Source: an optimization exercise on an open RTL-to-GDS flow (aim: small area and a short achievable clock period). Production flows keep margins and buffers that such runs may drop. Power is estimated from default activity; no workload was simulated.

==> inputs of 09-27 <==
==> flow/design.v <==
module router_lpm_mc #(
   parameter int unsigned N_CH   = 4,
   parameter int unsigned DEPTH  = 16,
   parameter int unsigned PORT_W = 16,
   parameter int unsigned IP_W   = 32,
   localparam int unsigned CH_W  = (N_CH > 1) ? $clog2(N_CH) : 1,
   localparam int unsigned IDX_W = (DEPTH > 1) ? $clog2(DEPTH) : 1
) (
   input  logic                 clk,
   input  logic                 rst,
   input  logic [N_CH-1:0]      lkp_valid,
   output logic [N_CH-1:0]      lkp_ready,
   input  logic [N_CH*IP_W-1:0] lkp_dst_ip,
   output logic                 resp_valid,
   input  logic                 resp_ready,
   output logic [CH_W-1:0]      resp_ch,
   output logic                 resp_found,
   output logic                 resp_is_default,
   output logic [IDX_W-1:0]     resp_idx,
   output logic [PORT_W-1:0]    resp_out_port,
   output logic [IP_W-1:0]      resp_next_hop_ip,
   input  logic                 cfg_wr,
   input  logic [IDX_W-1:0]     cfg_idx,
   input  logic                 cfg_entry_valid,
   input  logic [IP_W-1:0]      cfg_prefix,
   input  logic [5:0]           cfg_prefix_len,
   input  logic [PORT_W-1:0]    cfg_out_port,
   input  logic [IP_W-1:0]      cfg_next_hop_ip,
   input  logic                 cfg_clear,
   output logic [31:0]          stat_lookups,
   output logic [31:0]          stat_misses
);
   localparam int unsigned DW = PORT_W + IP_W;    
   logic [IP_W-1:0] tbl_prefix_q [DEPTH];
   logic [5:0]      tbl_len_q    [DEPTH];
   logic [DW-1:0]   tbl_data_q   [DEPTH];
   logic       tbl_kill;
   logic [5:0] len_wdata;
   assign tbl_kill  = rst | cfg_clear;
   assign len_wdata = (tbl_kill | ~cfg_entry_valid) ? 6'h3F :
                      (cfg_prefix_len[5] ? 6'd32 : cfg_prefix_len);
   for (genvar i = 0; i < DEPTH; i++) begin : g_tbl
      logic we;
      assign we = cfg_wr & ~cfg_clear & (cfg_idx == IDX_W'(i));
      always_ff @(posedge clk) begin
         if (we | tbl_kill) tbl_len_q[i] <= len_wdata;
         if (we) begin
            tbl_prefix_q[i] <= cfg_prefix;
            tbl_data_q[i]   <= {cfg_out_port, cfg_next_hop_ip};
         end
      end
   end
   logic            stall, grant_vld;
   logic [CH_W-1:0] rr_q, rr_next;
   logic [N_CH-1:0] gnt;
   assign stall     = resp_valid & ~resp_ready;
   assign grant_vld = |lkp_valid;
   always_comb begin
      logic [N_CH-1:0] ahead;
      for (int unsigned c = 0; c < N_CH; c++) begin
         for (int unsigned j = 0; j < N_CH; j++)
            ahead[j] = (CH_W'(CH_W'(j) - rr_q) < CH_W'(CH_W'(c) - rr_q));
         gnt[c] = lkp_valid[c] & ~|(ahead & lkp_valid);
      end
   end
   assign lkp_ready = stall ? '0 : gnt;
   always_comb begin
      rr_next = '0;
      for (int unsigned c = 0; c < N_CH; c++)
         if (gnt[c]) rr_next = rr_next | CH_W'(c + 1);
   end
   logic [CH_W-1:0] gnt_ch;
   logic [IP_W-1:0] gnt_ip;
   always_comb begin
      gnt_ch = '0;
      for (int unsigned c = 0; c < N_CH; c++)
         if (gnt[c]) gnt_ch = gnt_ch | CH_W'(c);
   end
   always_comb begin
      gnt_ip = '0;
      for (int unsigned c = 0; c < N_CH; c++)
         if (gnt_ch == CH_W'(c)) gnt_ip = lkp_dst_ip[c * IP_W +: IP_W];
   end
   logic            s1_valid_q;
   logic [CH_W-1:0] s1_ch;
   logic [IP_W-1:0] s1_ip_q;
   assign s1_ch = rr_q - 1'b1;
   always_ff @(posedge clk) begin
      if (rst) begin
         rr_q       <= '0;
         s1_valid_q <= 1'b0;
      end else if (!stall) begin
         s1_valid_q <= grant_vld;
         if (grant_vld) rr_q <= rr_next;
      end
      if (!stall) s1_ip_q <= gnt_ip;
   end
   logic [DEPTH-1:0] match;
   for (genvar i = 0; i < DEPTH; i++) begin : g_match
      logic [5:0]      len;
      logic [IP_W-1:0] diff;
      logic [3:0]      full, part, miss;
      logic [7:0]      lead;
      assign len  = tbl_len_q[i];
      assign diff = s1_ip_q ^ tbl_prefix_q[i];
      always_comb begin
         for (int unsigned a = 0; a < 4; a++) begin
            full[a] = (len[5:3] > 3'(a));
            part[a] = (len[5:3] == 3'(a));
         end
         for (int unsigned b = 0; b < 8; b++) lead[b] = (len[2:0] > 3'(b));
         for (int unsigned a = 0; a < 4; a++) begin
            logic any_d, lead_d;
            any_d  = 1'b0;
            lead_d = 1'b0;
            for (int unsigned b = 0; b < 8; b++) begin
               any_d  = any_d | diff[31-8*a-b];
               lead_d = lead_d | (diff[31-8*a-b] & lead[b]);
            end
            miss[a] = (full[a] & any_d) | (part[a] & lead_d);
         end
      end
      assign match[i] = ~(len[5] & len[0]) & ~|miss;
   end
   function automatic logic len_gt(input logic [5:0] a, input logic [5:0] b);
      len_gt = 1'b0;
      for (int unsigned k = 0; k < 6; k++)
         len_gt = (a[k] & ~b[k]) | (~(a[k] ^ b[k]) & len_gt);
   endfunction
   localparam int unsigned NN = 2 * DEPTH - 1;
   logic             t_hit [NN];
   logic             t_win [NN];
   logic [5:0]       t_len [NN];
   logic [IDX_W-1:0] t_idx [NN];
   for (genvar i = 0; i < DEPTH; i++) begin : g_leaf
      assign t_hit[DEPTH-1+i] = match[i];
      assign t_len[DEPTH-1+i] = tbl_len_q[i];
      assign t_idx[DEPTH-1+i] = IDX_W'(i);
   end
   for (genvar n = DEPTH - 2; n >= 0; n--) begin : g_node
      logic pick_b;
      assign pick_b       = t_hit[2*n+2] & (~t_hit[2*n+1] | len_gt(t_len[2*n+2], t_len[2*n+1]));
      assign t_hit[n]     = t_hit[2*n+1] | t_hit[2*n+2];
      assign t_len[n]     = pick_b ? t_len[2*n+2] : t_len[2*n+1];
      assign t_idx[n]     = pick_b ? t_idx[2*n+2] : t_idx[2*n+1];
      assign t_win[2*n+1] = t_win[n] & ~pick_b;
      assign t_win[2*n+2] = t_win[n] & pick_b;
   end
   assign t_win[0] = t_hit[0];
   logic [DW-1:0] win_dat;
   always_comb begin
      win_dat = '0;
      for (int unsigned i = 0; i < DEPTH; i++)
         if (t_win[DEPTH-1+i]) win_dat = win_dat | tbl_data_q[i];
   end
   logic             resp_valid_q, resp_found_q, resp_dflt_q;
   logic [CH_W-1:0]  resp_ch_q;
   logic [IDX_W-1:0] resp_idx_q;
   logic [DW-1:0]    resp_dat_q;
   logic [31:0]      stat_lookups_q, stat_misses_q;
   always_ff @(posedge clk) begin
      if (rst)         resp_valid_q <= 1'b0;
      else if (!stall) resp_valid_q <= s1_valid_q;
      if (!stall) begin
         resp_ch_q    <= s1_ch;
         resp_found_q <= t_hit[0];
         resp_dflt_q  <= t_hit[0] & (t_len[0] == 6'd0);
         resp_idx_q   <= t_idx[0];
         resp_dat_q   <= win_dat;
      end
   end
   always_ff @(posedge clk) begin
      if (rst) begin
         stat_lookups_q <= '0;
         stat_misses_q  <= '0;
      end else if (resp_valid_q && resp_ready) begin
         stat_lookups_q <= stat_lookups_q + 32'd1;
         if (!resp_found_q) stat_misses_q <= stat_misses_q + 32'd1;
      end
   end
   assign resp_valid       = resp_valid_q;
   assign resp_ch          = resp_ch_q;
   assign resp_found       = resp_found_q;
   assign resp_is_default  = resp_dflt_q;
   assign resp_idx         = resp_idx_q;
   assign {resp_out_port, resp_next_hop_ip} = resp_dat_q;
   assign stat_lookups     = stat_lookups_q;
   assign stat_misses      = stat_misses_q;
endmodule
==> flow/flow/run.sh <==
#!/bin/bash
# Layout flow: the standard flow, with
#  - synthesis mapped by this flow's ABC script (area oriented, no delay target); the
#    registers come out of the standard steps unchanged,
#  - extra ORFS settings appended to config.mk (port buffer cell, clock tree options).
# Each step's full output goes to a log file here; ORFS's own logs are under orfs/logs.
set -euo pipefail
WORK=$(pwd)
FL=$WORK/flow

# synth_core.tcl: ORFS's synth.tcl with its abc call pointed at this flow's script
python3 - "$FLOW_HOME/scripts/synth.tcl" "$WORK/synth_core.tcl" <<'PY'
import sys
s = open(sys.argv[1]).read()
old = "  log_cmd abc {*}$abc_args\n"
assert s.count(old) == 1
new = ("  set my_abc_args [list -script $::env(MY_ABC_SCRIPT) {*}$lib_args {*}$lib_dont_use_args \\\n"
       "    -constr $::env(OBJECTS_DIR)/abc.constr]\n"
       "  log_cmd abc {*}$my_abc_args\n")
open(sys.argv[2], "w").write(s.replace(old, new))
PY

cat "$FL/extra.mk" >> config.mk

sed "s#SYNTH_SCRIPT=[^ ]*#SYNTH_SCRIPT=$FL/my_synth.tcl MY_FLOW_DIR=$WORK MY_ABC_SCRIPT=$FL/abc_area.script#" \
    standard.sh > my_standard.sh
grep -q "MY_ABC_SCRIPT" my_standard.sh

bash my_standard.sh synth > synth.log 2>&1
bash my_standard.sh finish > layout.log 2>&1
test -f out/final.def
==> flow/flow/abc_area.script <==
strash
&get -n
&fraig -x
&put
scorr
dc2
strash
&get -n
&dch -f
&nf
&put
==> flow/flow/extra.mk <==
export BUFFER_PORTS_ARGS = -buffer_cell sky130_fd_sc_hd__buf_2
export CTS_ARGS = -sink_clustering_enable -repair_clock_nets -buf_list {sky130_fd_sc_hd__clkbuf_8} -root_buf sky130_fd_sc_hd__clkbuf_16 -sink_clustering_size 18 -sink_clustering_max_diameter 60 -dont_use_dummy_load
==> flow/flow/my_synth.tcl <==
# synth_recipe.tcl with this flow's copy of the ORFS synthesis script (synth_core.tcl, made by
# run.sh), which differs from the original only in its ABC mapping script.
proc synth {args} { yosys synth -nofsm -noshare {*}$args }
source $::env(MY_FLOW_DIR)/synth_core.tcl
# left out here: clear keep_hierarchy, flatten, clean up, hide names made inside functions, write 1_2_yosys.v
==> flow/standard.sh <==
#!/bin/bash
# synth_recipe.tcl (not shown) runs the flow's synth.tcl, then flattens the netlist and writes it again
# the make line also repeats each setting of config.mk as NAME=value (left out here)
make -C /OpenROAD-flow-scripts/flow DESIGN_CONFIG=/design/flow/config.mk WORK_HOME=/design/flow/orfs CLKGATE_MAP_FILE= SYNTH_SCRIPT=/design/flow/synth_recipe.tcl "${@:-finish}"
==> flow/config.mk <==
export PLATFORM = sky130hd
export DESIGN_NAME = router_lpm_mc
export DESIGN_NICKNAME = router_lpm_mc
export VERILOG_FILES = /design/flow/design.v
export SDC_FILE = /design/flow/constraint.sdc
export NUM_CORES = 4
export LEC_CHECK = 0
export ABC_AREA = 1
export CAP_MARGIN = 20
export CORE_MARGIN = 2
export CORE_UTILIZATION = 55
export PLACE_DENSITY = 0.7
export SLEW_MARGIN = 20
export BUFFER_PORTS_ARGS = -buffer_cell sky130_fd_sc_hd__buf_2
export CTS_ARGS = -sink_clustering_enable -repair_clock_nets -buf_list {sky130_fd_sc_hd__clkbuf_8} -root_buf sky130_fd_sc_hd__clkbuf_16 -sink_clustering_size 18 -sink_clustering_max_diameter 60 -dont_use_dummy_load
==> flow/constraint.sdc <==
create_clock -name core_clock -period 29.0 [get_ports {clk}]
set_input_delay 5.8000 -clock core_clock [delete_from_list [all_inputs] [get_ports {clk}]]
set_output_delay 5.8000 -clock core_clock [all_outputs]
set_load 0.01 [all_outputs]
==> 02-10: changes against 09-27 <==
--- a/flow/design.v
+++ b/flow/design.v
@@ -52,32 +52,21 @@
    end
-   logic            stall, grant_vld;
-   logic [CH_W-1:0] rr_q, rr_next;
-   logic [N_CH-1:0] gnt;
-   assign stall     = resp_valid & ~resp_ready;
-   assign grant_vld = |lkp_valid;
+   logic            stall, accept, grant_vld;
+   logic [CH_W-1:0] grant, rr_q;
+   assign stall  = resp_valid & ~resp_ready;
+   assign accept = grant_vld & ~stall;
    always_comb begin
-      logic [N_CH-1:0] ahead;
-      for (int unsigned c = 0; c < N_CH; c++) begin
-         for (int unsigned j = 0; j < N_CH; j++)
-            ahead[j] = (CH_W'(CH_W'(j) - rr_q) < CH_W'(CH_W'(c) - rr_q));
-         gnt[c] = lkp_valid[c] & ~|(ahead & lkp_valid);
+      logic [CH_W-1:0] c;
+      grant     = '0;
+      grant_vld = 1'b0;
+      for (int unsigned k = 0; k < N_CH; k++) begin
+         c = rr_q + CH_W'(k);
+         if (!grant_vld && lkp_valid[c]) begin
+            grant_vld = 1'b1;
+            grant     = c;
+         end
       end
    end
-   assign lkp_ready = stall ? '0 : gnt;
    always_comb begin
-      rr_next = '0;
-      for (int unsigned c = 0; c < N_CH; c++)
-         if (gnt[c]) rr_next = rr_next | CH_W'(c + 1);
-   end
-   logic [CH_W-1:0] gnt_ch;
-   logic [IP_W-1:0] gnt_ip;
-   always_comb begin
-      gnt_ch = '0;
-      for (int unsigned c = 0; c < N_CH; c++)
-         if (gnt[c]) gnt_ch = gnt_ch | CH_W'(c);
-   end
-   always_comb begin
-      gnt_ip = '0;
-      for (int unsigned c = 0; c < N_CH; c++)
-         if (gnt_ch == CH_W'(c)) gnt_ip = lkp_dst_ip[c * IP_W +: IP_W];
+      lkp_ready = '0;
+      if (accept) lkp_ready[grant] = 1'b1;
    end
@@ -93,5 +82,5 @@
          s1_valid_q <= grant_vld;
-         if (grant_vld) rr_q <= rr_next;
+         if (grant_vld) rr_q <= grant + 1'b1;
       end
-      if (!stall) s1_ip_q <= gnt_ip;
+      if (!stall) s1_ip_q <= lkp_dst_ip[grant * IP_W +: IP_W];
    end
@@ -124,7 +113,2 @@
    end
-   function automatic logic len_gt(input logic [5:0] a, input logic [5:0] b);
-      len_gt = 1'b0;
-      for (int unsigned k = 0; k < 6; k++)
-         len_gt = (a[k] & ~b[k]) | (~(a[k] ^ b[k]) & len_gt);
-   endfunction
    localparam int unsigned NN = 2 * DEPTH - 1;
@@ -141,3 +125,3 @@
       logic pick_b;
-      assign pick_b       = t_hit[2*n+2] & (~t_hit[2*n+1] | len_gt(t_len[2*n+2], t_len[2*n+1]));
+      assign pick_b       = t_hit[2*n+2] & (~t_hit[2*n+1] | (t_len[2*n+2] > t_len[2*n+1]));
       assign t_hit[n]     = t_hit[2*n+1] | t_hit[2*n+2];
==> flow/flow/abc_area.script (replaced) <==
strash
&get -n
&fraig -x
&put
scorr
dc2
strash
&get -n
&dch -f
&nf -R 1000
&put
strash
dc2
&get -n
&dch -f
&nf -R 1000
&put
==> flow/flow/extra.mk (replaced) <==
export BUFFER_PORTS_ARGS = -buffer_cell sky130_fd_sc_hd__buf_2
Settings changed: CORE_UTILIZATION 55 to 40, CTS_ARGS -sink_clustering_enable -repair_clock_nets -buf_list {sky130_fd_sc_hd__clkbuf_8} -root_buf sky130_fd_sc_hd__clkbuf_16 -sink_clustering_size 18 -sink_clustering_max_diameter 60 -dont_use_dummy_load to default, PLACE_DENSITY 0.7 to 0.6.
==> results.txt <==
                                                                                           02-10                           09-27
Met1 wire length                                                                       85,000 µm                       76,800 µm
Met1 capacity usage during global routing                                                  35.5%                           48.0%
Number of cell instances on the worst register-to-register path                               47                              43
Height of the die                                                                         403 µm                          343 µm
Final setup slack of the worst path                                                    14,570 ps                       15,990 ps
Multi-input gate area in the final layout                                             18,200 µm²                      17,900 µm²
Number of clock-tree buffers in the layout                                                   199                             115
Outcome                                                                 timing/DRC/antenna clean        timing/DRC/antenna clean
Non-Clock Inverter Count                                                                     101                              98
Internal power of the cells                                                              4.20 mW                         3.04 mW
Number of tap cells inserted                                                               2,072                           1,512
Clock power frac                                                                           34.8%                           25.2%
Total track usage                                                                          25.6%                           35.5%
Area fraction of clock buffers and clock inverters                                         7.31%                           2.41%
Total met3 wirelength after detailed routing                                           23,500 µm                       27,200 µm
Floorplan Core Area                                                                  158,000 µm²                     114,000 µm²
Part of the total power dissipated in sequential elements                                  42.2%                           60.6%
Worst min-delay path startpoint                                  stat_lookups_q[31]$_SDFFE_PP0P_  stat_misses_q[31]$_SDFFE_PP0P_
Final-stage net count                                                                      5,128                           5,053
Final Non-Filler Cells                                                                     7,008                           6,258
Delay of the slowest critical-path stage                                                  570 ps                          480 ps
DR WL met2                                                                             95,100 µm                       95,900 µm
Worst hold slack                                                                          458 ps                          470 ps
VDD IR-drop max                                                                      0.0000697 V                     0.0000423 V
Number of placed instances with taps included                                              6,711                           6,139
No functional check of the RTL was part of any run of this note.

[re-timing with driven ports]
The flow's constraints put no driver on any port. The routed layouts listed below were extracted and timed again, unchanged, in two steps. Step 1 assumes that a clkbuf_16 drives the clock port and a buf_2 every other input. Step 2, shift: input delay + t, output delay - t, t = (earliest + latest rising clock arrival at the registers) / 2. This alone moves slack from input paths to output paths. a / b / c = no drivers / after step 1 / after step 2; a / b = the first two.
run | t (ns) | slack for setup (ns) | worst hold slack (ns) | worst setup path after step 2 | worst data-port slew with drivers (ns)
09-27 | 0.737 | 15.991 / 15.969 / 15.969 | 0.470 / 0.470 / 0.470 | input to output | 0.10
02-10 | 0.867 | 14.574 / 14.553 / 14.553 | 0.458 / 0.458 / 0.458 | input to output | 0.13
After both steps setup and hold are still met in every run listed. The setup slack of 09-27, which loses most, moves by -0.022 ns with the drivers and by -0.022 ns with both steps.
